What follows belongs to an exercise in optimizing a design on an open flow for small area; a production flow would make more cautious choices.
In this exercise RTL edits were held to simulation tests only and were not proved equivalent to the original.

<file path="flow/design.v">
module bm_noise_out #(
   parameter int DEPTH = 8,
   parameter int AW    = 3
) (
   input  logic          clk,
   input  logic          rst_n,
   input  logic          in_valid,
   output logic          in_ready,
   input  logic [16:0]   f,
   input  logic [15:0]   g0,
   input  logic [15:0]   g1,
   output logic          out_valid,
   input  logic          out_ready,
   output logic [15:0]   out_data,
   output logic          out_idx,
   output logic [AW:0]   fifo_level
);
   logic               init_reg;
   logic               s0_valid_reg;
   logic               s1_valid_reg;
   logic               s2_valid_reg;
   logic [AW-1:0]      wr_ptr_reg;
   logic [DEPTH-1:0]   slot_sel_reg;
   logic [AW:0]        level_reg;
   logic               half_reg;
   logic [16:0]        mem_f  [0:DEPTH-1];
   logic [15:0]        mem_g0 [0:DEPTH-1];
   logic [15:0]        mem_g1 [0:DEPTH-1];
   logic               accept;
   logic               push;
   logic               pop;
   logic [AW+1:0]      occupancy;
   logic               mul_hi;
   logic [16:0]        mul_f;
   logic [15:0]        mul_g;
   logic [15:0]        mul_x;
   logic [15:0]        out_reg;
   assign occupancy = (AW+2)'(level_reg) + (AW+2)'(s0_valid_reg)
                    + (AW+2)'(s1_valid_reg) + (AW+2)'(s2_valid_reg);
   assign in_ready   = init_reg && (occupancy <= (AW+2)'(DEPTH - 1));
   assign accept     = in_valid && in_ready;
   assign push       = s2_valid_reg;
   assign out_valid  = (level_reg != '0);
   assign pop        = out_valid && out_ready && half_reg;
   assign out_idx    = half_reg;
   assign fifo_level = level_reg;
   assign mul_hi   = out_valid && !half_reg;
   always_comb begin
      mul_f = '0;
      mul_g = '0;
      for (int k = 0; k < DEPTH; k++) begin
         mul_f = mul_f | ({17{slot_sel_reg[k]}} & mem_f[k]);
         mul_g = mul_g | ({16{slot_sel_reg[k] && !mul_hi}} & mem_g0[k])
                       | ({16{slot_sel_reg[k] &&  mul_hi}} & mem_g1[k]);
      end
   end
   logic p1, p2, p3, p4, p5, p6, p7, p8, p9, p10, p11, p12;
   logic p13, p14, p15, p16, p17, p18, p19, p20, p21, p22, p23, p24;
   logic p25, p26, p27, p28, p29, p30, p31, p32, p33, p34, p35, p36;
   logic p37, p38, p39, p40, p41, p42, p43, p44, p45, p46, p47, p48;
   logic p49, p50, p51, p52, p53, p54, p55, p56, p57, p58, p59, p60;
   logic p61, p62, p63, p64, p65, p66, p67, p68, p69, p70, p71, p72;
   logic p73, p74, p75, p76, p77, p78, p79, p80, p81, p82, p83, p84;
   logic p85, p86, p87, p88, p89, p90, p91, p92, p93, p94, p95, p96;
   logic p97, p98, p99, p100, p101, p102, p103, p104, p105, p106, p107, p108;
   logic p109, p110, p111, p112, p113, p114, p115, p116, p117, p118, p119, p120;
   logic p121, p122, p123, p124, p125, p126, p127, p128, p129, p130, p131, p132;
   logic p133, p134, p135, p136, p137, p138, p139, p140, p141, p142, p143, p144;
   logic p145, p146, p147, p148, p149, p150, p151, p152, p153, p154, p155, p156;
   logic p157, p158, p159, p160, p161, p162, p163, p164, p165, p166, p167, p168;
   logic p169, p170, p171, p172, p173, p174, p175, p176, p177, p178, p179, p180;
   logic p181, p182, p183, p184, p185, p186, p187, p188, p189, p190, p191, p192;
   logic p193, p194, p195, p196, p197, p198, p199, p200, p201, p202, p203, p204;
   logic p205, p206, p207, p208, p209, p210, p211, p212, p213, p214, p215, p216;
   logic p217, p218, p219, p220, p221, p222, p223, p224, p225, p226, p227, p228;
   logic p229, p230, p231, p232, p233, p234, p235, p236, p237, p238, p239, p240;
   logic p241, p242, p243, p244, p245, p246, p247, p248, p249, p250, p251, p252;
   logic p253, p254, p255, p256, p257, p258, p259, p260, p261, p262, p263, p264;
   logic p265, p266, p267, p268, p269, p270, p271, p272, s273, c274, s275, c276;
   logic s277, c278, s279, c280, s281, c282, s283, c284, s285, c286, s287, c288;
   logic s289, c290, s291, c292, s293, c294, s295, c296, s297, c298, s299, c300;
   logic s301, c302, s303, c304, s305, c306, s307, c308, s309, c310, s311, c312;
   logic s313, c314, s315, c316, s317, c318, s319, c320, s321, c322, s323, c324;
   logic s325, c326, s327, c328, s329, c330, s331, c332, s333, c334, s335, c336;
   logic s337, c338, s339, c340, s341, c342, s343, c344, s345, c346, s347, c348;
   logic s349, c350, s351, c352, s353, c354, s355, c356, s357, c358, s359, c360;
   logic s361, c362, s363, c364, s365, c366, s367, c368, s369, c370, s371, c372;
   logic s373, c374, s375, c376, s377, c378, s379, c380, s381, c382, s383, c384;
   logic s385, c386, s387, c388, s389, c390, s391, c392, s393, c394, s395, c396;
   logic s397, c398, s399, c400, s401, c402, s403, c404, s405, c406, s407, c408;
   logic s409, c410, s411, c412, s413, c414, s415, c416, s417, c418, s419, c420;
   logic s421, c422, s423, c424, s425, c426, s427, c428, s429, c430, s431, c432;
   logic s433, c434, s435, c436, s437, c438, s439, c440, s441, c442, s443, c444;
   logic s445, c446, s447, c448, s449, c450, s451, c452, s453, c454, s455, c456;
   logic s457, c458, s459, c460, s461, c462, s463, c464, s465, c466, s467, c468;
   logic s469, c470, s471, c472, s473, c474, s475, c476, s477, c478, s479, c480;
   logic s481, c482, s483, c484, s485, c486, s487, c488, s489, c490, s491, c492;
   logic s493, c494, s495, c496, s497, c498, s499, c500, s501, c502, s503, c504;
   logic s505, c506, s507, c508, s509, c510, s511, c512, s513, c514, s515, c516;
   logic s517, c518, s519, c520, s521, c522, s523, c524, s525, c526, s527, c528;
   logic s529, c530, s531, c532, s533, c534, s535, c536, s537, c538, s539, c540;
   logic s541, c542, s543, c544, s545, c546, s547, c548, s549, c550, s551, c552;
   logic s553, c554, s555, c556, s557, c558, s559, c560, s561, c562, s563, c564;
   logic s565, c566, s567, c568, s569, c570, s571, c572, s573, c574, s575, c576;
   logic s577, c578, s579, c580, s581, c582, s583, c584, s585, c586, s587, c588;
   logic s589, c590, s591, c592, s593, c594, s595, c596, s597, c598, s599, c600;
   logic s601, c602, s603, c604, s605, c606, s607, c608, s609, c610, s611, c612;
   logic s613, c614, s615, c616, s617, c618, s619, c620, s621, c622, s623, c624;
   logic s625, c626, s627, c628, s629, c630, s631, c632, s633, c634, s635, c636;
   logic s637, c638, s639, c640, s641, c642, s643, c644, s645, c646, s647, c648;
   logic s649, c650, s651, c652, s653, c654, s655, c656, s657, c658, s659, c660;
   logic s661, c662, s663, c664, s665, c666, s667, c668, s669, c670, s671, c672;
   logic s673, c674, s675, c676, s677, c678, s679, c680, s681, c682, s683, c684;
   logic s685, c686, s687, c688, s689, c690, s691, c692, s693, c694, s695, c696;
   logic s697, c698, s699, c700, s701, c702, s703, c704, s705, c706, s707, c708;
   logic s709, c710, s711, c712, s713, c714, s715, c716, s717, c718, s719, c720;
   logic s721, c722;
   assign p1 = ~(mul_f[0] & mul_g[0]);
   assign p2 = ~(mul_f[0] & mul_g[1]);
   assign p3 = ~(mul_f[0] & mul_g[2]);
   assign p4 = ~(mul_f[0] & mul_g[3]);
   assign p5 = ~(mul_f[0] & mul_g[4]);
   assign p6 = ~(mul_f[0] & mul_g[5]);
   assign p7 = ~(mul_f[0] & mul_g[6]);
   assign p8 = ~(mul_f[0] & mul_g[7]);
   assign p9 = ~(mul_f[0] & mul_g[8]);
   assign p10 = ~(mul_f[0] & mul_g[9]);
   assign p11 = ~(mul_f[0] & mul_g[10]);
   assign p12 = ~(mul_f[0] & mul_g[11]);
   assign p13 = ~(mul_f[0] & mul_g[12]);
   assign p14 = ~(mul_f[0] & mul_g[13]);
   assign p15 = ~(mul_f[0] & mul_g[14]);
   assign p16 = mul_f[0] & mul_g[15];
   assign p17 = ~(mul_f[1] & mul_g[0]);
   assign p18 = ~(mul_f[1] & mul_g[1]);
   assign p19 = ~(mul_f[1] & mul_g[2]);
   assign p20 = ~(mul_f[1] & mul_g[3]);
   assign p21 = ~(mul_f[1] & mul_g[4]);
   assign p22 = ~(mul_f[1] & mul_g[5]);
   assign p23 = ~(mul_f[1] & mul_g[6]);
   assign p24 = ~(mul_f[1] & mul_g[7]);
   assign p25 = ~(mul_f[1] & mul_g[8]);
   assign p26 = ~(mul_f[1] & mul_g[9]);
   assign p27 = ~(mul_f[1] & mul_g[10]);
   assign p28 = ~(mul_f[1] & mul_g[11]);
   assign p29 = ~(mul_f[1] & mul_g[12]);
   assign p30 = ~(mul_f[1] & mul_g[13]);
   assign p31 = ~(mul_f[1] & mul_g[14]);
   assign p32 = mul_f[1] & mul_g[15];
   assign p33 = ~(mul_f[2] & mul_g[0]);
   assign p34 = ~(mul_f[2] & mul_g[1]);
   assign p35 = ~(mul_f[2] & mul_g[2]);
   assign p36 = ~(mul_f[2] & mul_g[3]);
   assign p37 = ~(mul_f[2] & mul_g[4]);
   assign p38 = ~(mul_f[2] & mul_g[5]);
   assign p39 = ~(mul_f[2] & mul_g[6]);
   assign p40 = ~(mul_f[2] & mul_g[7]);
   assign p41 = ~(mul_f[2] & mul_g[8]);
   assign p42 = ~(mul_f[2] & mul_g[9]);
   assign p43 = ~(mul_f[2] & mul_g[10]);
   assign p44 = ~(mul_f[2] & mul_g[11]);
   assign p45 = ~(mul_f[2] & mul_g[12]);
   assign p46 = ~(mul_f[2] & mul_g[13]);
   assign p47 = ~(mul_f[2] & mul_g[14]);
   assign p48 = mul_f[2] & mul_g[15];
   assign p49 = ~(mul_f[3] & mul_g[0]);
   assign p50 = ~(mul_f[3] & mul_g[1]);
   assign p51 = ~(mul_f[3] & mul_g[2]);
   assign p52 = ~(mul_f[3] & mul_g[3]);
   assign p53 = ~(mul_f[3] & mul_g[4]);
   assign p54 = ~(mul_f[3] & mul_g[5]);
   assign p55 = ~(mul_f[3] & mul_g[6]);
   assign p56 = ~(mul_f[3] & mul_g[7]);
   assign p57 = ~(mul_f[3] & mul_g[8]);
   assign p58 = ~(mul_f[3] & mul_g[9]);
   assign p59 = ~(mul_f[3] & mul_g[10]);
   assign p60 = ~(mul_f[3] & mul_g[11]);
   assign p61 = ~(mul_f[3] & mul_g[12]);
   assign p62 = ~(mul_f[3] & mul_g[13]);
   assign p63 = ~(mul_f[3] & mul_g[14]);
   assign p64 = mul_f[3] & mul_g[15];
   assign p65 = ~(mul_f[4] & mul_g[0]);
   assign p66 = ~(mul_f[4] & mul_g[1]);
   assign p67 = ~(mul_f[4] & mul_g[2]);
   assign p68 = ~(mul_f[4] & mul_g[3]);
   assign p69 = ~(mul_f[4] & mul_g[4]);
   assign p70 = ~(mul_f[4] & mul_g[5]);
   assign p71 = ~(mul_f[4] & mul_g[6]);
   assign p72 = ~(mul_f[4] & mul_g[7]);
   assign p73 = ~(mul_f[4] & mul_g[8]);
   assign p74 = ~(mul_f[4] & mul_g[9]);
   assign p75 = ~(mul_f[4] & mul_g[10]);
   assign p76 = ~(mul_f[4] & mul_g[11]);
   assign p77 = ~(mul_f[4] & mul_g[12]);
   assign p78 = ~(mul_f[4] & mul_g[13]);
   assign p79 = ~(mul_f[4] & mul_g[14]);
   assign p80 = mul_f[4] & mul_g[15];
   assign p81 = ~(mul_f[5] & mul_g[0]);
   assign p82 = ~(mul_f[5] & mul_g[1]);
   assign p83 = ~(mul_f[5] & mul_g[2]);
   assign p84 = ~(mul_f[5] & mul_g[3]);
   assign p85 = ~(mul_f[5] & mul_g[4]);
   assign p86 = ~(mul_f[5] & mul_g[5]);
   assign p87 = ~(mul_f[5] & mul_g[6]);
   assign p88 = ~(mul_f[5] & mul_g[7]);
   assign p89 = ~(mul_f[5] & mul_g[8]);
   assign p90 = ~(mul_f[5] & mul_g[9]);
   assign p91 = ~(mul_f[5] & mul_g[10]);
   assign p92 = ~(mul_f[5] & mul_g[11]);
   assign p93 = ~(mul_f[5] & mul_g[12]);
   assign p94 = ~(mul_f[5] & mul_g[13]);
   assign p95 = ~(mul_f[5] & mul_g[14]);
   assign p96 = mul_f[5] & mul_g[15];
   assign p97 = ~(mul_f[6] & mul_g[0]);
   assign p98 = ~(mul_f[6] & mul_g[1]);
   assign p99 = ~(mul_f[6] & mul_g[2]);
   assign p100 = ~(mul_f[6] & mul_g[3]);
   assign p101 = ~(mul_f[6] & mul_g[4]);
   assign p102 = ~(mul_f[6] & mul_g[5]);
   assign p103 = ~(mul_f[6] & mul_g[6]);
   assign p104 = ~(mul_f[6] & mul_g[7]);
   assign p105 = ~(mul_f[6] & mul_g[8]);
   assign p106 = ~(mul_f[6] & mul_g[9]);
   assign p107 = ~(mul_f[6] & mul_g[10]);
   assign p108 = ~(mul_f[6] & mul_g[11]);
   assign p109 = ~(mul_f[6] & mul_g[12]);
   assign p110 = ~(mul_f[6] & mul_g[13]);
   assign p111 = ~(mul_f[6] & mul_g[14]);
   assign p112 = mul_f[6] & mul_g[15];
   assign p113 = ~(mul_f[7] & mul_g[0]);
   assign p114 = ~(mul_f[7] & mul_g[1]);
   assign p115 = ~(mul_f[7] & mul_g[2]);
   assign p116 = ~(mul_f[7] & mul_g[3]);
   assign p117 = ~(mul_f[7] & mul_g[4]);
   assign p118 = ~(mul_f[7] & mul_g[5]);
   assign p119 = ~(mul_f[7] & mul_g[6]);
   assign p120 = ~(mul_f[7] & mul_g[7]);
   assign p121 = ~(mul_f[7] & mul_g[8]);
   assign p122 = ~(mul_f[7] & mul_g[9]);
   assign p123 = ~(mul_f[7] & mul_g[10]);
   assign p124 = ~(mul_f[7] & mul_g[11]);
   assign p125 = ~(mul_f[7] & mul_g[12]);
   assign p126 = ~(mul_f[7] & mul_g[13]);
   assign p127 = ~(mul_f[7] & mul_g[14]);
   assign p128 = mul_f[7] & mul_g[15];
   assign p129 = ~(mul_f[8] & mul_g[0]);
   assign p130 = ~(mul_f[8] & mul_g[1]);
   assign p131 = ~(mul_f[8] & mul_g[2]);
   assign p132 = ~(mul_f[8] & mul_g[3]);
   assign p133 = ~(mul_f[8] & mul_g[4]);
   assign p134 = ~(mul_f[8] & mul_g[5]);
   assign p135 = ~(mul_f[8] & mul_g[6]);
   assign p136 = ~(mul_f[8] & mul_g[7]);
   assign p137 = ~(mul_f[8] & mul_g[8]);
   assign p138 = ~(mul_f[8] & mul_g[9]);
   assign p139 = ~(mul_f[8] & mul_g[10]);
   assign p140 = ~(mul_f[8] & mul_g[11]);
   assign p141 = ~(mul_f[8] & mul_g[12]);
   assign p142 = ~(mul_f[8] & mul_g[13]);
   assign p143 = ~(mul_f[8] & mul_g[14]);
   assign p144 = mul_f[8] & mul_g[15];
   assign p145 = ~(mul_f[9] & mul_g[0]);
   assign p146 = ~(mul_f[9] & mul_g[1]);
   assign p147 = ~(mul_f[9] & mul_g[2]);
   assign p148 = ~(mul_f[9] & mul_g[3]);
   assign p149 = ~(mul_f[9] & mul_g[4]);
   assign p150 = ~(mul_f[9] & mul_g[5]);
   assign p151 = ~(mul_f[9] & mul_g[6]);
   assign p152 = ~(mul_f[9] & mul_g[7]);
   assign p153 = ~(mul_f[9] & mul_g[8]);
   assign p154 = ~(mul_f[9] & mul_g[9]);
   assign p155 = ~(mul_f[9] & mul_g[10]);
   assign p156 = ~(mul_f[9] & mul_g[11]);
   assign p157 = ~(mul_f[9] & mul_g[12]);
   assign p158 = ~(mul_f[9] & mul_g[13]);
   assign p159 = ~(mul_f[9] & mul_g[14]);
   assign p160 = mul_f[9] & mul_g[15];
   assign p161 = ~(mul_f[10] & mul_g[0]);
   assign p162 = ~(mul_f[10] & mul_g[1]);
   assign p163 = ~(mul_f[10] & mul_g[2]);
   assign p164 = ~(mul_f[10] & mul_g[3]);
   assign p165 = ~(mul_f[10] & mul_g[4]);
   assign p166 = ~(mul_f[10] & mul_g[5]);
   assign p167 = ~(mul_f[10] & mul_g[6]);
   assign p168 = ~(mul_f[10] & mul_g[7]);
   assign p169 = ~(mul_f[10] & mul_g[8]);
   assign p170 = ~(mul_f[10] & mul_g[9]);
   assign p171 = ~(mul_f[10] & mul_g[10]);
   assign p172 = ~(mul_f[10] & mul_g[11]);
   assign p173 = ~(mul_f[10] & mul_g[12]);
   assign p174 = ~(mul_f[10] & mul_g[13]);
   assign p175 = ~(mul_f[10] & mul_g[14]);
   assign p176 = mul_f[10] & mul_g[15];
   assign p177 = ~(mul_f[11] & mul_g[0]);
   assign p178 = ~(mul_f[11] & mul_g[1]);
   assign p179 = ~(mul_f[11] & mul_g[2]);
   assign p180 = ~(mul_f[11] & mul_g[3]);
   assign p181 = ~(mul_f[11] & mul_g[4]);
   assign p182 = ~(mul_f[11] & mul_g[5]);
   assign p183 = ~(mul_f[11] & mul_g[6]);
   assign p184 = ~(mul_f[11] & mul_g[7]);
   assign p185 = ~(mul_f[11] & mul_g[8]);
   assign p186 = ~(mul_f[11] & mul_g[9]);
   assign p187 = ~(mul_f[11] & mul_g[10]);
   assign p188 = ~(mul_f[11] & mul_g[11]);
   assign p189 = ~(mul_f[11] & mul_g[12]);
   assign p190 = ~(mul_f[11] & mul_g[13]);
   assign p191 = ~(mul_f[11] & mul_g[14]);
   assign p192 = mul_f[11] & mul_g[15];
   assign p193 = ~(mul_f[12] & mul_g[0]);
   assign p194 = ~(mul_f[12] & mul_g[1]);
   assign p195 = ~(mul_f[12] & mul_g[2]);
   assign p196 = ~(mul_f[12] & mul_g[3]);
   assign p197 = ~(mul_f[12] & mul_g[4]);
   assign p198 = ~(mul_f[12] & mul_g[5]);
   assign p199 = ~(mul_f[12] & mul_g[6]);
   assign p200 = ~(mul_f[12] & mul_g[7]);
   assign p201 = ~(mul_f[12] & mul_g[8]);
   assign p202 = ~(mul_f[12] & mul_g[9]);
   assign p203 = ~(mul_f[12] & mul_g[10]);
   assign p204 = ~(mul_f[12] & mul_g[11]);
   assign p205 = ~(mul_f[12] & mul_g[12]);
   assign p206 = ~(mul_f[12] & mul_g[13]);
   assign p207 = ~(mul_f[12] & mul_g[14]);
   assign p208 = mul_f[12] & mul_g[15];
   assign p209 = ~(mul_f[13] & mul_g[0]);
   assign p210 = ~(mul_f[13] & mul_g[1]);
   assign p211 = ~(mul_f[13] & mul_g[2]);
   assign p212 = ~(mul_f[13] & mul_g[3]);
   assign p213 = ~(mul_f[13] & mul_g[4]);
   assign p214 = ~(mul_f[13] & mul_g[5]);
   assign p215 = ~(mul_f[13] & mul_g[6]);
   assign p216 = ~(mul_f[13] & mul_g[7]);
   assign p217 = ~(mul_f[13] & mul_g[8]);
   assign p218 = ~(mul_f[13] & mul_g[9]);
   assign p219 = ~(mul_f[13] & mul_g[10]);
   assign p220 = ~(mul_f[13] & mul_g[11]);
   assign p221 = ~(mul_f[13] & mul_g[12]);
   assign p222 = ~(mul_f[13] & mul_g[13]);
   assign p223 = ~(mul_f[13] & mul_g[14]);
   assign p224 = mul_f[13] & mul_g[15];
   assign p225 = ~(mul_f[14] & mul_g[0]);
   assign p226 = ~(mul_f[14] & mul_g[1]);
   assign p227 = ~(mul_f[14] & mul_g[2]);
   assign p228 = ~(mul_f[14] & mul_g[3]);
   assign p229 = ~(mul_f[14] & mul_g[4]);
   assign p230 = ~(mul_f[14] & mul_g[5]);
   assign p231 = ~(mul_f[14] & mul_g[6]);
   assign p232 = ~(mul_f[14] & mul_g[7]);
   assign p233 = ~(mul_f[14] & mul_g[8]);
   assign p234 = ~(mul_f[14] & mul_g[9]);
   assign p235 = ~(mul_f[14] & mul_g[10]);
   assign p236 = ~(mul_f[14] & mul_g[11]);
   assign p237 = ~(mul_f[14] & mul_g[12]);
   assign p238 = ~(mul_f[14] & mul_g[13]);
   assign p239 = ~(mul_f[14] & mul_g[14]);
   assign p240 = mul_f[14] & mul_g[15];
   assign p241 = ~(mul_f[15] & mul_g[0]);
   assign p242 = ~(mul_f[15] & mul_g[1]);
   assign p243 = ~(mul_f[15] & mul_g[2]);
   assign p244 = ~(mul_f[15] & mul_g[3]);
   assign p245 = ~(mul_f[15] & mul_g[4]);
   assign p246 = ~(mul_f[15] & mul_g[5]);
   assign p247 = ~(mul_f[15] & mul_g[6]);
   assign p248 = ~(mul_f[15] & mul_g[7]);
   assign p249 = ~(mul_f[15] & mul_g[8]);
   assign p250 = ~(mul_f[15] & mul_g[9]);
   assign p251 = ~(mul_f[15] & mul_g[10]);
   assign p252 = ~(mul_f[15] & mul_g[11]);
   assign p253 = ~(mul_f[15] & mul_g[12]);
   assign p254 = ~(mul_f[15] & mul_g[13]);
   assign p255 = ~(mul_f[15] & mul_g[14]);
   assign p256 = mul_f[15] & mul_g[15];
   assign p257 = ~(mul_f[16] & mul_g[0]);
   assign p258 = ~(mul_f[16] & mul_g[1]);
   assign p259 = ~(mul_f[16] & mul_g[2]);
   assign p260 = ~(mul_f[16] & mul_g[3]);
   assign p261 = ~(mul_f[16] & mul_g[4]);
   assign p262 = ~(mul_f[16] & mul_g[5]);
   assign p263 = ~(mul_f[16] & mul_g[6]);
   assign p264 = ~(mul_f[16] & mul_g[7]);
   assign p265 = ~(mul_f[16] & mul_g[8]);
   assign p266 = ~(mul_f[16] & mul_g[9]);
   assign p267 = ~(mul_f[16] & mul_g[10]);
   assign p268 = ~(mul_f[16] & mul_g[11]);
   assign p269 = ~(mul_f[16] & mul_g[12]);
   assign p270 = ~(mul_f[16] & mul_g[13]);
   assign p271 = ~(mul_f[16] & mul_g[14]);
   assign p272 = mul_f[16] & mul_g[15];
   bm_hao u_s273 (.x(p14), .y(p29), .s(s273), .c(c274));
   bm_fa u_s275 (.x(p15), .y(p30), .z(p45), .s(s275), .c(c276));
   bm_hao u_s277 (.x(p60), .y(p75), .s(s277), .c(c278));
   bm_ha u_s279 (.x(p16), .y(p31), .s(s279), .c(c280));
   bm_fa u_s281 (.x(p46), .y(p61), .z(p76), .s(s281), .c(c282));
   bm_fa u_s283 (.x(p91), .y(p106), .z(p121), .s(s283), .c(c284));
   bm_ha u_s285 (.x(p32), .y(p47), .s(s285), .c(c286));
   bm_fa u_s287 (.x(p62), .y(p77), .z(p92), .s(s287), .c(c288));
   bm_fa u_s289 (.x(p107), .y(p122), .z(p137), .s(s289), .c(c290));
   bm_hao u_s291 (.x(p152), .y(p167), .s(s291), .c(c292));
   bm_fa u_s293 (.x(p48), .y(p63), .z(p78), .s(s293), .c(c294));
   bm_fa u_s295 (.x(p93), .y(p108), .z(p123), .s(s295), .c(c296));
   bm_fa u_s297 (.x(p138), .y(p153), .z(p168), .s(s297), .c(c298));
   bm_fa u_s299 (.x(p64), .y(p79), .z(p94), .s(s299), .c(c300));
   bm_fa u_s301 (.x(p109), .y(p124), .z(p139), .s(s301), .c(c302));
   bm_fa u_s303 (.x(p80), .y(p95), .z(p110), .s(s303), .c(c304));
   bm_hao u_s305 (.x(p10), .y(p25), .s(s305), .c(c306));
   bm_fa u_s307 (.x(p11), .y(p26), .z(p41), .s(s307), .c(c308));
   bm_hao u_s309 (.x(p56), .y(p71), .s(s309), .c(c310));
   bm_fa u_s311 (.x(p12), .y(p27), .z(p42), .s(s311), .c(c312));
   bm_fa u_s313 (.x(p57), .y(p72), .z(p87), .s(s313), .c(c314));
   bm_hao u_s315 (.x(p102), .y(p117), .s(s315), .c(c316));
   bm_fa u_s317 (.x(p13), .y(p28), .z(p43), .s(s317), .c(c318));
   bm_fa u_s319 (.x(p58), .y(p73), .z(p88), .s(s319), .c(c320));
   bm_fa u_s321 (.x(p103), .y(p118), .z(p133), .s(s321), .c(c322));
   bm_hao u_s323 (.x(p148), .y(p163), .s(s323), .c(c324));
   bm_fa u_s325 (.x(p44), .y(p59), .z(p74), .s(s325), .c(c326));
   bm_fa u_s327 (.x(p89), .y(p104), .z(p119), .s(s327), .c(c328));
   bm_fa u_s329 (.x(p134), .y(p149), .z(p164), .s(s329), .c(c330));
   bm_fa u_s331 (.x(p179), .y(p194), .z(p209), .s(s331), .c(c332));
   bm_fa u_s333 (.x(p90), .y(p105), .z(p120), .s(s333), .c(c334));
   bm_fa u_s335 (.x(p135), .y(p150), .z(p165), .s(s335), .c(c336));
   bm_fa u_s337 (.x(p180), .y(p195), .z(p210), .s(s337), .c(c338));
   bm_fa u_s339 (.x(p225), .y(c274), .z(s275), .s(s339), .c(c340));
   bm_fa u_s341 (.x(p136), .y(p151), .z(p166), .s(s341), .c(c342));
   bm_fa u_s343 (.x(p181), .y(p196), .z(p211), .s(s343), .c(c344));
   bm_fa u_s345 (.x(p226), .y(p241), .z(c276), .s(s345), .c(c346));
   bm_fa u_s347 (.x(c278), .y(s279), .z(s281), .s(s347), .c(c348));
   bm_fa u_s349 (.x(p182), .y(p197), .z(p212), .s(s349), .c(c350));
   bm_fa u_s351 (.x(p227), .y(p242), .z(p257), .s(s351), .c(c352));
   bm_fa u_s353 (.x(c280), .y(c282), .z(c284), .s(s353), .c(c354));
   bm_fa u_s355 (.x(s285), .y(s287), .z(s289), .s(s355), .c(c356));
   bm_fa u_s357 (.x(p183), .y(p198), .z(p213), .s(s357), .c(c358));
   bm_fa u_s359 (.x(p228), .y(p243), .z(p258), .s(s359), .c(c360));
   bm_fa u_s361 (.x(c286), .y(c288), .z(c290), .s(s361), .c(c362));
   bm_fa u_s363 (.x(c292), .y(s293), .z(s295), .s(s363), .c(c364));
   bm_fa u_s365 (.x(p154), .y(p169), .z(p184), .s(s365), .c(c366));
   bm_fa u_s367 (.x(p199), .y(p214), .z(p229), .s(s367), .c(c368));
   bm_fa u_s369 (.x(p244), .y(p259), .z(c294), .s(s369), .c(c370));
   bm_fa u_s371 (.x(c296), .y(c298), .z(s299), .s(s371), .c(c372));
   bm_fa u_s373 (.x(p125), .y(p140), .z(p155), .s(s373), .c(c374));
   bm_fa u_s375 (.x(p170), .y(p185), .z(p200), .s(s375), .c(c376));
   bm_fa u_s377 (.x(p215), .y(p230), .z(p245), .s(s377), .c(c378));
   bm_fa u_s379 (.x(p260), .y(c300), .z(c302), .s(s379), .c(c380));
   bm_fa u_s381 (.x(p96), .y(p111), .z(p126), .s(s381), .c(c382));
   bm_fa u_s383 (.x(p141), .y(p156), .z(p171), .s(s383), .c(c384));
   bm_fa u_s385 (.x(p186), .y(p201), .z(p216), .s(s385), .c(c386));
   bm_fa u_s387 (.x(p231), .y(p246), .z(p261), .s(s387), .c(c388));
   bm_fa u_s389 (.x(p112), .y(p127), .z(p142), .s(s389), .c(c390));
   bm_fa u_s391 (.x(p157), .y(p172), .z(p187), .s(s391), .c(c392));
   bm_fa u_s393 (.x(p202), .y(p217), .z(p232), .s(s393), .c(c394));
   bm_fa u_s395 (.x(p128), .y(p143), .z(p158), .s(s395), .c(c396));
   bm_fa u_s397 (.x(p173), .y(p188), .z(p203), .s(s397), .c(c398));
   bm_fa u_s399 (.x(p144), .y(p159), .z(p174), .s(s399), .c(c400));
   bm_hao u_s401 (.x(p7), .y(p22), .s(s401), .c(c402));
   bm_fa u_s403 (.x(p8), .y(p23), .z(p38), .s(s403), .c(c404));
   bm_hao u_s405 (.x(p53), .y(p68), .s(s405), .c(c406));
   bm_fa u_s407 (.x(p9), .y(p24), .z(p39), .s(s407), .c(c408));
   bm_fa u_s409 (.x(p54), .y(p69), .z(p84), .s(s409), .c(c410));
   bm_hao u_s411 (.x(p99), .y(p114), .s(s411), .c(c412));
   bm_fa u_s413 (.x(p40), .y(p55), .z(p70), .s(s413), .c(c414));
   bm_fa u_s415 (.x(p85), .y(p100), .z(p115), .s(s415), .c(c416));
   bm_fa u_s417 (.x(p130), .y(p145), .z(s305), .s(s417), .c(c418));
   bm_fa u_s419 (.x(p86), .y(p101), .z(p116), .s(s419), .c(c420));
   bm_fa u_s421 (.x(p131), .y(p146), .z(p161), .s(s421), .c(c422));
   bm_fa u_s423 (.x(c306), .y(s307), .z(s309), .s(s423), .c(c424));
   bm_fa u_s425 (.x(p132), .y(p147), .z(p162), .s(s425), .c(c426));
   bm_fa u_s427 (.x(p177), .y(c308), .z(c310), .s(s427), .c(c428));
   bm_fa u_s429 (.x(s311), .y(s313), .z(s315), .s(s429), .c(c430));
   bm_fa u_s431 (.x(p178), .y(p193), .z(c312), .s(s431), .c(c432));
   bm_fa u_s433 (.x(c314), .y(c316), .z(s317), .s(s433), .c(c434));
   bm_fa u_s435 (.x(s319), .y(s321), .z(s323), .s(s435), .c(c436));
   bm_fa u_s437 (.x(c318), .y(c320), .z(c322), .s(s437), .c(c438));
   bm_fa u_s439 (.x(c324), .y(s325), .z(s327), .s(s439), .c(c440));
   bm_fa u_s441 (.x(s329), .y(s331), .z(s273), .s(s441), .c(c442));
   bm_fa u_s443 (.x(c326), .y(c328), .z(c330), .s(s443), .c(c444));
   bm_fa u_s445 (.x(c332), .y(s333), .z(s335), .s(s445), .c(c446));
   bm_fa u_s447 (.x(s337), .y(s277), .z(s339), .s(s447), .c(c448));
   bm_fa u_s449 (.x(c334), .y(c336), .z(c338), .s(s449), .c(c450));
   bm_fa u_s451 (.x(s341), .y(s343), .z(s283), .s(s451), .c(c452));
   bm_fa u_s453 (.x(c340), .y(s345), .z(s347), .s(s453), .c(c454));
   bm_fa u_s455 (.x(c342), .y(c344), .z(s349), .s(s455), .c(c456));
   bm_fa u_s457 (.x(s351), .y(s291), .z(c346), .s(s457), .c(c458));
   bm_fa u_s459 (.x(c348), .y(s353), .z(s355), .s(s459), .c(c460));
   bm_fa u_s461 (.x(c350), .y(c352), .z(s357), .s(s461), .c(c462));
   bm_fa u_s463 (.x(s359), .y(s297), .z(c354), .s(s463), .c(c464));
   bm_fa u_s465 (.x(c356), .y(s361), .z(s363), .s(s465), .c(c466));
   bm_fa u_s467 (.x(c358), .y(c360), .z(s365), .s(s467), .c(c468));
   bm_fa u_s469 (.x(s367), .y(s301), .z(c362), .s(s469), .c(c470));
   bm_fa u_s471 (.x(c364), .y(s369), .z(s371), .s(s471), .c(c472));
   bm_fa u_s473 (.x(c366), .y(c368), .z(s373), .s(s473), .c(c474));
   bm_fa u_s475 (.x(s375), .y(s377), .z(s303), .s(s475), .c(c476));
   bm_fa u_s477 (.x(c370), .y(c372), .z(s379), .s(s477), .c(c478));
   bm_fa u_s479 (.x(c374), .y(c376), .z(c378), .s(s479), .c(c480));
   bm_fa u_s481 (.x(c304), .y(s381), .z(s383), .s(s481), .c(c482));
   bm_fa u_s483 (.x(s385), .y(s387), .z(c380), .s(s483), .c(c484));
   bm_fa u_s485 (.x(p247), .y(p262), .z(c382), .s(s485), .c(c486));
   bm_fa u_s487 (.x(c384), .y(c386), .z(c388), .s(s487), .c(c488));
   bm_fa u_s489 (.x(s389), .y(s391), .z(s393), .s(s489), .c(c490));
   bm_fa u_s491 (.x(p218), .y(p233), .z(p248), .s(s491), .c(c492));
   bm_fa u_s493 (.x(p263), .y(c390), .z(c392), .s(s493), .c(c494));
   bm_fa u_s495 (.x(c394), .y(s395), .z(s397), .s(s495), .c(c496));
   bm_fa u_s497 (.x(p189), .y(p204), .z(p219), .s(s497), .c(c498));
   bm_fa u_s499 (.x(p234), .y(p249), .z(p264), .s(s499), .c(c500));
   bm_fa u_s501 (.x(c396), .y(c398), .z(s399), .s(s501), .c(c502));
   bm_fa u_s503 (.x(p160), .y(p175), .z(p190), .s(s503), .c(c504));
   bm_fa u_s505 (.x(p205), .y(p220), .z(p235), .s(s505), .c(c506));
   bm_fa u_s507 (.x(p250), .y(p265), .z(c400), .s(s507), .c(c508));
   bm_fa u_s509 (.x(p176), .y(p191), .z(p206), .s(s509), .c(c510));
   bm_fa u_s511 (.x(p221), .y(p236), .z(p251), .s(s511), .c(c512));
   bm_fa u_s513 (.x(p192), .y(p207), .z(p222), .s(s513), .c(c514));
   bm_hao u_s515 (.x(p5), .y(p20), .s(s515), .c(c516));
   bm_fa u_s517 (.x(p6), .y(p21), .z(p36), .s(s517), .c(c518));
   bm_hao u_s519 (.x(p51), .y(p66), .s(s519), .c(c520));
   bm_fa u_s521 (.x(p37), .y(p52), .z(p67), .s(s521), .c(c522));
   bm_fa u_s523 (.x(p82), .y(p97), .z(s401), .s(s523), .c(c524));
   bm_fa u_s525 (.x(p83), .y(p98), .z(p113), .s(s525), .c(c526));
   bm_fa u_s527 (.x(c402), .y(s403), .z(s405), .s(s527), .c(c528));
   bm_fa u_s529 (.x(p129), .y(c404), .z(c406), .s(s529), .c(c530));
   bm_fa u_s531 (.x(s407), .y(s409), .z(s411), .s(s531), .c(c532));
   bm_fa u_s533 (.x(c408), .y(c410), .z(c412), .s(s533), .c(c534));
   bm_fa u_s535 (.x(s413), .y(s415), .z(s417), .s(s535), .c(c536));
   bm_fa u_s537 (.x(c414), .y(c416), .z(s419), .s(s537), .c(c538));
   bm_fa u_s539 (.x(s421), .y(c418), .z(s423), .s(s539), .c(c540));
   bm_fa u_s541 (.x(c420), .y(c422), .z(s425), .s(s541), .c(c542));
   bm_fa u_s543 (.x(c424), .y(s427), .z(s429), .s(s543), .c(c544));
   bm_fa u_s545 (.x(c426), .y(c428), .z(c430), .s(s545), .c(c546));
   bm_fa u_s547 (.x(s431), .y(s433), .z(s435), .s(s547), .c(c548));
   bm_fa u_s549 (.x(c432), .y(c434), .z(c436), .s(s549), .c(c550));
   bm_fa u_s551 (.x(s437), .y(s439), .z(s441), .s(s551), .c(c552));
   bm_fa u_s553 (.x(c438), .y(c440), .z(c442), .s(s553), .c(c554));
   bm_fa u_s555 (.x(s443), .y(s445), .z(s447), .s(s555), .c(c556));
   bm_fa u_s557 (.x(c444), .y(c446), .z(s449), .s(s557), .c(c558));
   bm_fa u_s559 (.x(s451), .y(c448), .z(s453), .s(s559), .c(c560));
   bm_fa u_s561 (.x(c450), .y(c452), .z(s455), .s(s561), .c(c562));
   bm_fa u_s563 (.x(s457), .y(c454), .z(s459), .s(s563), .c(c564));
   bm_fa u_s565 (.x(c456), .y(s461), .z(c458), .s(s565), .c(c566));
   bm_fa u_s567 (.x(s463), .y(c460), .z(s465), .s(s567), .c(c568));
   bm_fa u_s569 (.x(c462), .y(s467), .z(c464), .s(s569), .c(c570));
   bm_fa u_s571 (.x(s469), .y(c466), .z(s471), .s(s571), .c(c572));
   bm_fa u_s573 (.x(c468), .y(s473), .z(s475), .s(s573), .c(c574));
   bm_fa u_s575 (.x(c470), .y(c472), .z(s477), .s(s575), .c(c576));
   bm_fa u_s577 (.x(c474), .y(c476), .z(s479), .s(s577), .c(c578));
   bm_fa u_s579 (.x(s481), .y(c478), .z(s483), .s(s579), .c(c580));
   bm_fa u_s581 (.x(c480), .y(c482), .z(s485), .s(s581), .c(c582));
   bm_fa u_s583 (.x(s487), .y(s489), .z(c484), .s(s583), .c(c584));
   bm_fa u_s585 (.x(s491), .y(c486), .z(c488), .s(s585), .c(c586));
   bm_fa u_s587 (.x(c490), .y(s493), .z(s495), .s(s587), .c(c588));
   bm_fa u_s589 (.x(c492), .y(s497), .z(s499), .s(s589), .c(c590));
   bm_fa u_s591 (.x(c494), .y(c496), .z(s501), .s(s591), .c(c592));
   bm_fa u_s593 (.x(c498), .y(c500), .z(s503), .s(s593), .c(c594));
   bm_fa u_s595 (.x(s505), .y(c502), .z(s507), .s(s595), .c(c596));
   bm_fa u_s597 (.x(p266), .y(c504), .z(c506), .s(s597), .c(c598));
   bm_fa u_s599 (.x(s509), .y(s511), .z(c508), .s(s599), .c(c600));
   bm_fa u_s601 (.x(p237), .y(p252), .z(p267), .s(s601), .c(c602));
   bm_fa u_s603 (.x(c510), .y(c512), .z(s513), .s(s603), .c(c604));
   bm_fa u_s605 (.x(p208), .y(p223), .z(p238), .s(s605), .c(c606));
   bm_fa u_s607 (.x(p253), .y(p268), .z(c514), .s(s607), .c(c608));
   bm_fa u_s609 (.x(p224), .y(p239), .z(p254), .s(s609), .c(c610));
   bm_hao u_s611 (.x(p4), .y(p19), .s(s611), .c(c612));
   bm_fa u_s613 (.x(p35), .y(p50), .z(p65), .s(s613), .c(c614));
   bm_fa u_s615 (.x(p81), .y(c516), .z(s517), .s(s615), .c(c616));
   bm_fa u_s617 (.x(c518), .y(c520), .z(s521), .s(s617), .c(c618));
   bm_fa u_s619 (.x(c522), .y(s525), .z(c524), .s(s619), .c(c620));
   bm_fa u_s621 (.x(c526), .y(c528), .z(s529), .s(s621), .c(c622));
   bm_fa u_s623 (.x(c530), .y(c532), .z(s533), .s(s623), .c(c624));
   bm_fa u_s625 (.x(c534), .y(s537), .z(c536), .s(s625), .c(c626));
   bm_fa u_s627 (.x(c538), .y(s541), .z(c540), .s(s627), .c(c628));
   bm_fa u_s629 (.x(c542), .y(c544), .z(s545), .s(s629), .c(c630));
   bm_fa u_s631 (.x(c546), .y(c548), .z(s549), .s(s631), .c(c632));
   bm_fa u_s633 (.x(c550), .y(c552), .z(s553), .s(s633), .c(c634));
   bm_fa u_s635 (.x(c554), .y(s557), .z(c556), .s(s635), .c(c636));
   bm_fa u_s637 (.x(c558), .y(s561), .z(c560), .s(s637), .c(c638));
   bm_fa u_s639 (.x(c562), .y(s565), .z(c564), .s(s639), .c(c640));
   bm_fa u_s641 (.x(c566), .y(s569), .z(c568), .s(s641), .c(c642));
   bm_fa u_s643 (.x(s573), .y(c570), .z(c572), .s(s643), .c(c644));
   bm_fa u_s645 (.x(c574), .y(s577), .z(c576), .s(s645), .c(c646));
   bm_fa u_s647 (.x(c578), .y(s581), .z(s583), .s(s647), .c(c648));
   bm_fa u_s649 (.x(c582), .y(s585), .z(s587), .s(s649), .c(c650));
   bm_fa u_s651 (.x(s589), .y(c586), .z(c588), .s(s651), .c(c652));
   bm_fa u_s653 (.x(c590), .y(s593), .z(c592), .s(s653), .c(c654));
   bm_fa u_s655 (.x(c594), .y(s597), .z(c596), .s(s655), .c(c656));
   bm_fa u_s657 (.x(s601), .y(c598), .z(s603), .s(s657), .c(c658));
   bm_fa u_s659 (.x(c602), .y(s605), .z(c604), .s(s659), .c(c660));
   bm_fa u_s661 (.x(p269), .y(c606), .z(s609), .s(s661), .c(c662));
   bm_fa u_s663 (.x(p240), .y(p255), .z(p270), .s(s663), .c(c664));
   bm_hao u_s665 (.x(p3), .y(p18), .s(s665), .c(c666));
   bm_fa u_s667 (.x(p34), .y(p49), .z(s611), .s(s667), .c(c668));
   bm_fa u_s669 (.x(c612), .y(s613), .z(s515), .s(s669), .c(c670));
   bm_fa u_s671 (.x(c614), .y(s519), .z(s615), .s(s671), .c(c672));
   bm_fa u_s673 (.x(c616), .y(s617), .z(s523), .s(s673), .c(c674));
   bm_fa u_s675 (.x(c618), .y(s527), .z(s619), .s(s675), .c(c676));
   bm_fa u_s677 (.x(s531), .y(c620), .z(s621), .s(s677), .c(c678));
   bm_fa u_s679 (.x(c622), .y(s623), .z(s535), .s(s679), .c(c680));
   bm_fa u_s681 (.x(c624), .y(s539), .z(s625), .s(s681), .c(c682));
   bm_fa u_s683 (.x(s543), .y(c626), .z(s627), .s(s683), .c(c684));
   bm_fa u_s685 (.x(s547), .y(c628), .z(s629), .s(s685), .c(c686));
   bm_fa u_s687 (.x(s551), .y(c630), .z(s631), .s(s687), .c(c688));
   bm_fa u_s689 (.x(c632), .y(s633), .z(s555), .s(s689), .c(c690));
   bm_fa u_s691 (.x(c634), .y(s559), .z(s635), .s(s691), .c(c692));
   bm_fa u_s693 (.x(s563), .y(c636), .z(s637), .s(s693), .c(c694));
   bm_fa u_s695 (.x(s567), .y(c638), .z(s639), .s(s695), .c(c696));
   bm_fa u_s697 (.x(s571), .y(c640), .z(s641), .s(s697), .c(c698));
   bm_fa u_s699 (.x(s575), .y(c642), .z(s643), .s(s699), .c(c700));
   bm_fa u_s701 (.x(s579), .y(c644), .z(s645), .s(s701), .c(c702));
   bm_fa u_s703 (.x(c580), .y(c646), .z(s647), .s(s703), .c(c704));
   bm_fa u_s705 (.x(c584), .y(s649), .z(c648), .s(s705), .c(c706));
   bm_fa u_s707 (.x(s591), .y(c650), .z(s651), .s(s707), .c(c708));
   bm_fa u_s709 (.x(s595), .y(c652), .z(s653), .s(s709), .c(c710));
   bm_fa u_s711 (.x(s599), .y(c654), .z(s655), .s(s711), .c(c712));
   bm_fa u_s713 (.x(c600), .y(s657), .z(c656), .s(s713), .c(c714));
   bm_fa u_s715 (.x(s607), .y(c658), .z(s659), .s(s715), .c(c716));
   bm_fa u_s717 (.x(c608), .y(s661), .z(c660), .s(s717), .c(c718));
   bm_fa u_s719 (.x(c610), .y(s663), .z(c662), .s(s719), .c(c720));
   bm_fa u_s721 (.x(p256), .y(p271), .z(c664), .s(s721), .c(c722));
   logic [32:0] ra, rb, sum;
   assign ra = {1'b0, c722, c720, c718, c716, c714, c712, c710, c708, c706, c704, c702, c700, c698, c696, c694, c692, c690, c688, c686, c684, c682, c680, c678, c676, c674, c672, c670, c668, c666, s665, p2, p1};
   assign rb = {1'b1, p272, s721, s719, s717, s715, s713, s711, s709, s707, s705, s703, s701, s699, s697, s695, s693, s691, s689, s687, s685, s683, s681, s679, s677, s675, s673, s671, s669, s667, p33, p17, 1'b1};
   logic [14:0] rc;
   assign rc[0] = 1'b1;
   assign rc[1] = (ra[0] & rb[0]) | (ra[0] & rc[0]) | (rb[0] & rc[0]);
   assign rc[2] = (ra[1] & rb[1]) | (ra[1] & rc[1]) | (rb[1] & rc[1]);
   assign rc[3] = (ra[2] & rb[2]) | (ra[2] & rc[2]) | (rb[2] & rc[2]);
   assign rc[4] = (ra[3] & rb[3]) | (ra[3] & rc[3]) | (rb[3] & rc[3]);
   assign rc[5] = (ra[4] & rb[4]) | (ra[4] & rc[4]) | (rb[4] & rc[4]);
   assign rc[6] = (ra[5] & rb[5]) | (ra[5] & rc[5]) | (rb[5] & rc[5]);
   assign rc[7] = (ra[6] & rb[6]) | (ra[6] & rc[6]) | (rb[6] & rc[6]);
   assign rc[8] = (ra[7] & rb[7]) | (ra[7] & rc[7]) | (rb[7] & rc[7]);
   assign rc[9] = (ra[8] & rb[8]) | (ra[8] & rc[8]) | (rb[8] & rc[8]);
   assign rc[10] = (ra[9] & rb[9]) | (ra[9] & rc[9]) | (rb[9] & rc[9]);
   assign rc[11] = (ra[10] & rb[10]) | (ra[10] & rc[10]) | (rb[10] & rc[10]);
   assign rc[12] = (ra[11] & rb[11]) | (ra[11] & rc[11]) | (rb[11] & rc[11]);
   assign rc[13] = (ra[12] & rb[12]) | (ra[12] & rc[12]) | (rb[12] & rc[12]);
   assign rc[14] = (ra[13] & rb[13]) | (ra[13] & rc[13]) | (rb[13] & rc[13]);
   logic [18:0] hi;
   assign hi = ra[32:14] + rb[32:14] + 19'(rc[14]);
   assign sum = {hi, 14'(0)};
   assign mul_x = ~sum[32:17];
   assign out_data = out_valid ? out_reg : 16'h0000;
   always_ff @(posedge clk or negedge rst_n) begin
      if (!rst_n) begin
         init_reg     <= 1'b0;
         s0_valid_reg <= 1'b0;
         s1_valid_reg <= 1'b0;
         s2_valid_reg <= 1'b0;
         wr_ptr_reg   <= '0;
         slot_sel_reg <= DEPTH'(1);
         level_reg    <= '0;
         half_reg     <= 1'b0;
      end else begin
         init_reg     <= 1'b1;
         s0_valid_reg <= accept;
         s1_valid_reg <= s0_valid_reg;
         s2_valid_reg <= s1_valid_reg;
         if (accept) wr_ptr_reg <= wr_ptr_reg + AW'(1);
         if (out_valid && out_ready && !half_reg)
            slot_sel_reg <= {slot_sel_reg[DEPTH-2:0], slot_sel_reg[DEPTH-1]};
         level_reg <= level_reg + (AW+1)'(push) - (AW+1)'(pop);
         if (out_valid && out_ready) half_reg <= ~half_reg;
      end
   end
   always_ff @(posedge clk) begin
      if (!out_valid || out_ready) out_reg <= mul_x;
   end
   always_ff @(posedge clk) begin
      if (accept) begin
         mem_f[wr_ptr_reg]  <= f;
         mem_g0[wr_ptr_reg] <= g0;
         mem_g1[wr_ptr_reg] <= g1;
      end
   end
endmodule
module bm_fa (
   input  logic x, y, z,
   output logic s, c
);
   assign s = x ^ y ^ z;
   assign c = (x & y) | (x & z) | (y & z);
endmodule
module bm_ha (
   input  logic x, y,
   output logic s, c
);
   assign s = x ^ y;
   assign c = x & y;
endmodule
module bm_hao (
   input  logic x, y,
   output logic s, c
);
   assign s = ~(x ^ y);
   assign c = x | y;
endmodule
</file>
<file path="flow/config.mk">
export PLATFORM = sky130hd
export DESIGN_NAME = bm_noise_out
export DESIGN_NICKNAME = bm_noise_out
export VERILOG_FILES = /design/flow/design.v
export SDC_FILE = /design/flow/constraint.sdc
export NUM_CORES = 4
export LEC_CHECK = 0
export CAP_MARGIN = 20
export CORE_MARGIN = 2
export CORE_UTILIZATION = 65
export CTS_BUF_LIST = sky130_fd_sc_hd__clkbuf_8
export CTS_CLUSTER_DIAMETER = 100
export CTS_CLUSTER_SIZE = 18
export SLEW_MARGIN = 20
export SYNTH_HIERARCHICAL = 1
export SYNTH_MINIMUM_KEEP_SIZE = 0
</file>
<file path="flow/constraint.sdc">
create_clock -name core_clock -period 8.0 [get_ports {clk}]
set_input_delay 1.6000 -clock core_clock [delete_from_list [all_inputs] [get_ports {clk}]]
set_output_delay 1.6000 -clock core_clock [all_outputs]
set_load 0.01 [all_outputs]
</file>
<file path="flow/flow/run.sh">
#!/bin/bash
# The standard layout (the standard.sh: standard synthesis, then ORFS
# floorplan to finish) with two placement/CTS choices changed:
#  - port buffers use the smallest buffer cell (every port still gets one);
#  - clock tree synthesis adds no dummy loads (same buffers and clustering
#    as config.mk asks for).
set -euo pipefail
export BUFFER_PORTS_ARGS="-buffer_cell sky130_fd_sc_hd__buf_1"
export CTS_ARGS="-sink_clustering_enable -repair_clock_nets -dont_use_dummy_load -buf_list sky130_fd_sc_hd__clkbuf_8 -sink_clustering_size 18 -sink_clustering_max_diameter 100"
bash standard.sh > standard.log 2>&1
</file>
<file path="flow/standard.sh">
#!/bin/bash
# synth_recipe.tcl (not shown) runs the flow's synth.tcl, then flattens the netlist and writes it again
# the make line also repeats each setting of config.mk as NAME=value (left out here)
make -C /OpenROAD-flow-scripts/flow DESIGN_CONFIG=/design/flow/config.mk WORK_HOME=/design/flow/orfs CLKGATE_MAP_FILE= SYNTH_SCRIPT=/design/flow/synth_recipe.tcl "${@:-finish}"
</file>
==> flow_summary.ini <==
[cells_and_area]
largest_reg_flops = 136
area_growth_pct = 6.80
layout_common_cells = 408 x edfxtp_1, 345 x nand2_1, 212 x fa_1
fillers = 2302
final_common_cell = edfxtp_1
reg_top3 = mem_f: 136 flops, mem_g0: 128 flops, mem_g1: 128 flops
layout-drive-gt1-share_pct = 8.53
nNetsFinal = 1975
largest-register = mem_f

[synthesis]
synth_nets = 1887
netlist.area_leader.share_pct = 54.7
syn-cell-area_um2 = 22400
synth_cell_types = 66
yosysTopAreaCell = edfxtp_1
ys_warn_count = 7
ys_seq_area_share_pct = 56.9
ys_ff_latch = 428
synthCells = 1579
syn_area_per_cell_um2 = 14.2
synth-edff-count = 408
synth_area_leaders = edfxtp_1 55%, fa_1 19%, nand2_1 5.8%
synth_async_sr_flop_share_pct = 4.67
synth_ff_type = edfxtp_1

[detailed_routing]
first_pass_iters = 7
detail_route.vias_per_cell = 6.38
wl_um = 53800
ant_nets = 0
drc = 0
wl_per_cell_um = 25.5
vias = 13500
drtIter0Drc = 1360

[timing]
finClkSkew_ns = 0.0482
hold_viol_final = 0
final-setup-viol-count = 0
rsz0062_at_grt = no
timing.final.ws_setup_ns = 0.460
tns_ns = 0
maxSlewHeadroom_pct = 31.8
slew_viol_final = 0
worst_pin_slew_ns = 1.02
post-route-period-util_pct = 94.2
period_needed_ns = 7.54
max_freq_ghz = 0.133

[floorplan]
dieHeight_um = 190
fp.dieW_um = 190
die_area_um2 = 36000
num_rows = 67
coreArea_um2 = 33700
io_pins = 76
start_util_pct = 66.5

[worst_setup_path]
r2r-start = level_reg[2]
crit_fanout = 17
r2r_slack_ns = 0.46
crit_slowest_cell = fa_1
critPathCapture = out_reg[12]
crit_top_cell = fa_1
crit_path_end_kind = flip-flop
worstPathRequired_ns = 8.35
reg2reg_depth = 26
worstPathArrival_ns = 7.89
start_kind = flip-flop
critical_path_class = reg2reg
worstSetupStartpoint = level_reg[2]
path_depth = 26
worst-path-buf-inv = 4
cp_slowest_stage_delay_ns = 0.54
critical-path-top-delay-family = adder cells
r2r_end = out_reg[12]

[global_route]
grt_pass1_vias = 14200
global_route.usage.met3_pct = 4.32
grtUsageTotal_pct = 30.7
met1_usage_pct = 42.3
antenna_found_initial = 2
top_usage_layer = met2
overflow = 0
use_met2_pct = 52.1
grt_pass1_wl_um = 82100
grt_start_max_net_pins = 51

[clocking]
cts_tree = yes
cts_buffer_depth = 3
cts_buffers = 28
clkTransAtPathRegs_ns = 0.12
clk_latency_ns = 0.60
cts_root_buffer = clkbuf_8
htree_num_levels = 1
clock-sinks = 428

[worst_hold_path]
min_path_type = reg2reg

[run_status]
status = no timing/DRC/antenna violations

[placed_design]
place_ws_ns = 0.264
gp_congestion = 0.873
dp_hpwl_um = 34000
portBuffers = 75

[run]
cap_violations = 0
==> synthesized netlist by cell type (6+ instances only) <==
cell type and number:
edfxtp_1 408, nand2_1 345, fa_1 212, a22oi_1 135
inv_1 71, clkbuf_1 54, ha_1 43, nor2b_1 35
a222oi_1 23, nand4_1 23, buf_2 19, dfrtp_1 19
a21oi_1 17, nand3_1 14, xnor2_1 14, nor2_1 13
buf_1 12, a21o_1 9, mux2_2 8, a31oi_1 7
o21ai_0 7, nor3_1 6
==> per-layer routing <==
layer | up-vias | part of all wire (%)
met2 | 578 | 50
met1 | 6990 | 40
met4 | 0 | 2.4
met3 | 99 | 7.3
met5 | - | 0
li1 | 5819 | -
==> area by class of cell <==
class	count	area, µm²	share of cell area (%)
Tap cell	448	561	2.34
Inverter	72	270	1.13
Timing Repair Buffer	146	865	3.61
Clock buffer	28	385	1.61
Sequential cell	428	12800	53.4
Multi-Input combinational cell	991	9070	37.9
Antenna cell	2	5.00	0.0209
==> logic make-up (layout without fill, tap and decap cells) <==
group | after synthesis | count (layout) | share of synthesized area, %
xor gates and xnor gates | 18 | 18 | 0.704
muxes | 14 | 14 | 0.693
buffers and inverters | 161 | 246 | 2.89
AOI/OAI and AO/OA | 242 | 242 | 8.46
DFF | 428 | 428 | 56.9
adders and majority gates | 256 | 256 | 21.4
other | 1 | 3 | 0.0167
and+or+nand+nor | 459 | 460 | 8.89
==> metrics by stage <==
stage | util [%] | std cells | area [µm²] | hold slack, ns
2_1_floorplan | - | 1579 | 22400 | 0.372
3_3_place_gp | 69.8 | 2083 | 23500 | 0.379
4_1_cts | 70.9 | 2111 | 23900 | 0.410
3_5_place_dp | 69.8 | 2083 | 23500 | 0.384
5_1_grt | 71.0 | 2115 | 23900 | 0.432
6_report | 71.0 | 2115 | 23900 | 0.408
==> how the worst min path moves through the flow <==
stage               depth (start not counted)    startpoint      endpoint
floorplan                                   0  s1_valid_reg  s2_valid_reg
global placement                            0  s1_valid_reg  s2_valid_reg
detailed placement                          0  s1_valid_reg  s2_valid_reg
CTS                                         0  s1_valid_reg  s2_valid_reg
global route                                0  s1_valid_reg  s2_valid_reg
finish                                      0  s1_valid_reg  s2_valid_reg
==> what timing repair did <==
item	4_1_cts	5_1_grt
setup buffers	0	1
resized for setup	0	2
setup endpoints to repair	0	10
hold buffers	0	0
==> Yosys stat by module (local to each module, per instance) <==
module / cells / flip-flops and latches / area [µm²]
bm_noise_out: 1298 / 428 / 17800
bm_hao: 5 / 0 / 27.5
bm_fa: 1 / 0 / 20.0
bm_ha: 1 / 0 / 12.5
==> worst register-to-register path, stage by stage, from the launching register on <==
cell       delay (ns)
dfrtp_1          0.38
inv_1            0.08
ha_1             0.20
nor3b_2          0.16
buf_4            0.22
or2_4            0.36
buf_4            0.20
nand2_1          0.06
nand2_1          0.05
a222oi_1         0.32
nand2_1          0.20
buf_4            0.25
nand2_1          0.11
fa_1             0.44
fa_1             0.51
fa_1             0.51
fa_1             0.44
fa_1             0.54
fa_1             0.42
ha_1             0.32
o2111ai_1        0.14
o41ai_2          0.38
o311ai_4         0.23
o211ai_4         0.36
a21oi_2          0.15
o21bai_1         0.20
xnor2_1          0.09

-- afterwards: timing with drivers on the ports --
No port has a modelled driver above. Below, the same layout with a new extraction and two added sets of constraints.
Step 1 sets driving cells, clkbuf_16 on the clock port and buf_2 on the other inputs (assumed; they add their load-dependent delay and slew).
Step 2 moves the port delays by t, midway between the first and last clock arrival at a register: inputs arrive t later, outputs are due t later. That takes back most of the time a late clock gives input paths.
Three values: ideal ports, drivers, drivers and shift; two values: the first two.
shift t [ns]: 0.635
slack for setup (ns): 0.460 / 0.460 / 0.460
worst data-port slew with drivers (ns): 0.11
cell pins on the clock port's net: 1
After both steps this run still meets setup and hold. For this run, drivers alone change the setup slack by 0.000 ns; drivers and shift together by 0.000 ns.
